What follows belongs to an exercise in optimizing a design on an open flow for small area, a short achievable clock period and few clock cycles; a production flow would make more cautious choices.
Where RTL was checked, it was by simulation tests only, not by an equivalence proof against the original.

## v46
## rtc_fields_to_epoch_seconds_unit
module rtc_fields_to_epoch_seconds_unit (
  input  logic      clk,
  input  logic      rst,
  input  logic      start,
  output logic      busy,
  input  rfes_pkg::rfes_in_t  fields,
  output logic      done,
  output rfes_pkg::rfes_out_t result,
  input  logic      cfg_write,
  input  logic      cfg_index,
  input  logic      cfg_data
);
For scale: roughly 660 cells after synthesis, about 94 flip-flops, about 89 I/O pins, roughly 6700 sq um of cells after synthesis.
Settings: LEC_CHECK=0, CAP_MARGIN=20, CORE_MARGIN=2, CORE_UTILIZATION=40, CTS_BUF_LIST=sky130_fd_sc_hd__clkbuf_8, SETUP_SLACK_MARGIN=4.2, SLEW_MARGIN=20; clock period 8.0 ns.
standard.sh (not shown) runs the stock make flow with config.mk's settings and CLKGATE_MAP_FILE= SYNTH_SCRIPT=/design/flow/synth_recipe.tcl, a recipe that flattens the netlist after the stock synthesis.
==> flow/flow/run.sh <==
#!/bin/bash
# Standard layout, with the port buffers made of the smallest buffer cell and
# Yosys's generic fine-grained ABC pass skipped, so that the adders written as
# gates reach full-adder extraction as written.
set -euo pipefail
bash standard.sh SYNTH_ARGS=-noabc BUFFER_PORTS_ARGS="-buffer_cell sky130_fd_sc_hd__buf_1" finish > standard_flow.log 2>&1
v46 completed; timing, DRC and antenna clean
#### Input delta (v55 over v46)
# v46
export LEC_CHECK = 0
export CAP_MARGIN = 20
export CORE_MARGIN = 2
export CORE_UTILIZATION = 40
export CTS_BUF_LIST = sky130_fd_sc_hd__clkbuf_8
export SETUP_SLACK_MARGIN = 4.2
export SLEW_MARGIN = 20
create_clock -name core_clock -period 8.0 [get_ports {clk}]
# v55
export LEC_CHECK = 0
export CAP_MARGIN = 20
export CORE_MARGIN = 2
export CORE_UTILIZATION = 40
export CTS_BUF_LIST = sky130_fd_sc_hd__clkbuf_8
export SETUP_SLACK_MARGIN = 4.5
export SLEW_MARGIN = 20
create_clock -name core_clock -period 8.0 [get_ports {clk}]
--- outcome ---
- In the metrics for v55 and v46, the one carrying the lower global-route track usage on met2 is v46.
- v55 ended up with more standard cells than v46.
- Diff v46 -> v55: sum of routed wire segments on met1 shrank by about 3%.
- v46 vs v55, beginning of the critical path: cs1_q_16 vs cs1_q_17
The inputs of v50 differ from those of v55 as listed below.
# v55
export LEC_CHECK = 0
export CAP_MARGIN = 20
export CORE_MARGIN = 2
export CORE_UTILIZATION = 40
export CTS_BUF_LIST = sky130_fd_sc_hd__clkbuf_8
export SETUP_SLACK_MARGIN = 4.5
export SLEW_MARGIN = 20
create_clock -name core_clock -period 8.0 [get_ports {clk}]
# v50
export LEC_CHECK = 0
export CAP_MARGIN = 20
export CORE_MARGIN = 2
export CORE_UTILIZATION = 40
export CTS_BUF_LIST = sky130_fd_sc_hd__clkbuf_8
export SETUP_SLACK_MARGIN = 3.5
export SLEW_MARGIN = 20
create_clock -name core_clock -period 8.0 [get_ports {clk}]
[summary]
- The lower sequential share of cell area of v50 and v55 is in v55.
- Number of cells in the finished layout apart from fillers in v50 is 19 below v55.
- v50 does worse than v55 on count of routing violations after the opening detailed-route iteration.
- ~same cell area after placement in v50 and v55
Changes in v37 relative to v50:
# v50
export LEC_CHECK = 0
export CAP_MARGIN = 20
export CORE_MARGIN = 2
export CORE_UTILIZATION = 40
export CTS_BUF_LIST = sky130_fd_sc_hd__clkbuf_8
export SETUP_SLACK_MARGIN = 3.5
export SLEW_MARGIN = 20
create_clock -name core_clock -period 8.0 [get_ports {clk}]
# v37
export LEC_CHECK = 0
export CAP_MARGIN = 20
export CORE_MARGIN = 2
export CORE_UTILIZATION = 40
export CTS_BUF_LIST = sky130_fd_sc_hd__clkbuf_8
export SETUP_SLACK_MARGIN = 5.0
export SLEW_MARGIN = 20
create_clock -name core_clock -period 8.0 [get_ports {clk}]
Results
Fmax: v37 higher than v50. v37 vs v50: met2 demand-to-capacity share in global routing up in v37.
No functional check of the RTL was part of any run of this note.

* * *

== alpha ==
rtc_fields_to_epoch_seconds_unit, a different RTL version from the one above (not shown whole).
Size in the first run: ~800 cells after synthesis, about 71 flip-flops, roughly 0.0063 mm2 of cells after synthesis.
clock: 8.0 ns
lec_check: 0
abc_area: 1
cap_margin: 20
core_margin: 2
core_utilization: 40
setup_slack_margin: 3.5
slew_margin: 20
Scripts as last shown in full above: flow/flow/run.sh
Testbench counts of alpha, summed over its fixed seeds: cycles 2,112.
--- input diff alpha..beta ---
diff --git a/flow/config.mk b/flow/config.mk
--- a/flow/config.mk
+++ b/flow/config.mk
@@ -6,8 +6,7 @@
 export NUM_CORES = 4
 export LEC_CHECK = 0
-export ABC_AREA = 1
 export CAP_MARGIN = 20
 export CORE_MARGIN = 2
 export CORE_UTILIZATION = 40
-export SETUP_SLACK_MARGIN = 3.5
+export SETUP_SLACK_MARGIN = 4.5
 export SLEW_MARGIN = 20
Results
Result: PASS for each of alpha and beta. Compared with alpha, in beta post-place instance area down 3.6%; worst hold slack shows no meaningful change; final standard cell utilization of the core now sits higher. Per the comparison of beta with alpha, post-synthesis to final-layout area growth up 9.5 points, wire length up 9.2%. mon_q[0] as the startpoint of the worst setup timing path was reported by alpha, and mon_q[1] by beta. Summary of beta over alpha: clock-buffer cell count climbed 1; synthesized cell count dropped about 23%; wire length of the first global-routing pass climbed about 2%.
The following lists how gamma was set up differently from beta:
diff --git a/flow/config.mk b/flow/config.mk
--- a/flow/config.mk
+++ b/flow/config.mk
@@ -9,4 +9,6 @@
 export CORE_MARGIN = 2
 export CORE_UTILIZATION = 40
-export SETUP_SLACK_MARGIN = 4.5
+export CTS_CLUSTER_DIAMETER = 100
+export CTS_CLUSTER_SIZE = 40
+export SETUP_SLACK_MARGIN = 3.5
 export SLEW_MARGIN = 20
==> results.txt <==
- Compared with beta, gamma shows a lower number of stages on the worst setup path.
- Taking beta as the reference, in gamma netlist area before placement level, worst hold slack was more or less identical, sum of routed wire segments on met1 closely matched the old numbers, total met2 wirelength after detailed routing dropped about 2.2%, footprint of the flip-flops and latches lost about 0.7%.
- Worst slew margin relative to its limit in gamma is 2.5 points above beta.
- Of gamma and beta, the higher final critical-path share of the clock period belongs to gamma.
- Where total wire length after detailed routing is concerned, beta is outperformed by gamma.
- gamma falls short of beta in final worst-path setup slack.
[inputs] delta vs gamma
diff --git a/flow/config.mk b/flow/config.mk
--- a/flow/config.mk
+++ b/flow/config.mk
@@ -9,6 +9,5 @@
 export CORE_MARGIN = 2
 export CORE_UTILIZATION = 40
-export CTS_CLUSTER_DIAMETER = 100
-export CTS_CLUSTER_SIZE = 40
-export SETUP_SLACK_MARGIN = 3.5
+export CTS_BUF_LIST = sky130_fd_sc_hd__clkbuf_8
+export SETUP_SLACK_MARGIN = 4.0
 export SLEW_MARGIN = 20
Results
- Met3 wire length (gamma / delta): 0.923
- Number of clock buffers in the layout: delta vs gamma down 3
- Fmax in delta is about 3.4% above gamma.
Input changes introduced in epsilon (baseline for comparison: delta):
diff --git a/flow/config.mk b/flow/config.mk
--- a/flow/config.mk
+++ b/flow/config.mk
@@ -8,6 +8,6 @@
 export CAP_MARGIN = 20
 export CORE_MARGIN = 2
-export CORE_UTILIZATION = 40
+export CORE_UTILIZATION = 75
 export CTS_BUF_LIST = sky130_fd_sc_hd__clkbuf_8
-export SETUP_SLACK_MARGIN = 4.0
+export SETUP_SLACK_MARGIN = 3.5
 export SLEW_MARGIN = 20
--- outcome ---
- Taking delta as the reference point, the width of the die of epsilon falls by 33 um.
- In terms of fraction of area in clock buffers and inverters, epsilon and delta differ only marginally.
- Comparing final worst setup slack for delta and epsilon, the bigger number came from delta.
- delta reports its capturing element of the worst setup path as res_q[31] while epsilon reports res_q[20].
- Changes observed in epsilon relative to delta: aggregate routed wire length up 18%; via count increased by 466 relative to the old numbers; post-layout utilization of the core rose by 39 points.

[re-timing with driven ports]
Ports are ideal in the flow. The routed layouts listed here were re-timed in OpenROAD.
Step 1: set_driving_cell puts a clkbuf_16 on clk and a buf_2 on each other input, an assumption about the parent block.
Step 2 moves the port delays by t, midway between the first and last clock arrival at a register: inputs arrive t later, outputs are due t later. That takes back most of the time a late clock gives input paths.
Slacks: ideal ports / drivers / drivers and shift; pairs: ideal ports / drivers.
run	shift t [ns]	slack for setup (ns)	worst setup path at the end	clock arrival spread, ns	slew at the worst register clock pin (ns)
v46	0.415	4.112 / 4.077 / 4.262	input to register	0.021 / 0.020	0.10 / 0.10
v55	0.405	4.139 / 4.106 / 4.255	input to register	0.015 / 0.014	0.09 / 0.09
v50	0.414	3.884 / 3.849 / 4.098	register to register	0.021 / 0.021	0.10 / 0.10
v37	0.410	4.155 / 4.120 / 4.396	register to register	0.014 / 0.014	0.10 / 0.10
alpha	0.381	3.731 / 3.731 / 3.731	register to register	0.007 / 0.007	0.06 / 0.06
beta	0.372	3.887 / 3.887 / 3.887	register to register	0.010 / 0.010	0.06 / 0.06
gamma	0.384	3.674 / 3.674 / 3.674	register to register	0.009 / 0.009	0.06 / 0.06
delta	0.397	3.816 / 3.816 / 3.816	register to register	0.013 / 0.013	0.09 / 0.09
epsilon	0.379	3.511 / 3.511 / 3.511	register to register	0.024 / 0.023	0.10 / 0.10
After both steps every run listed still meets setup and hold.
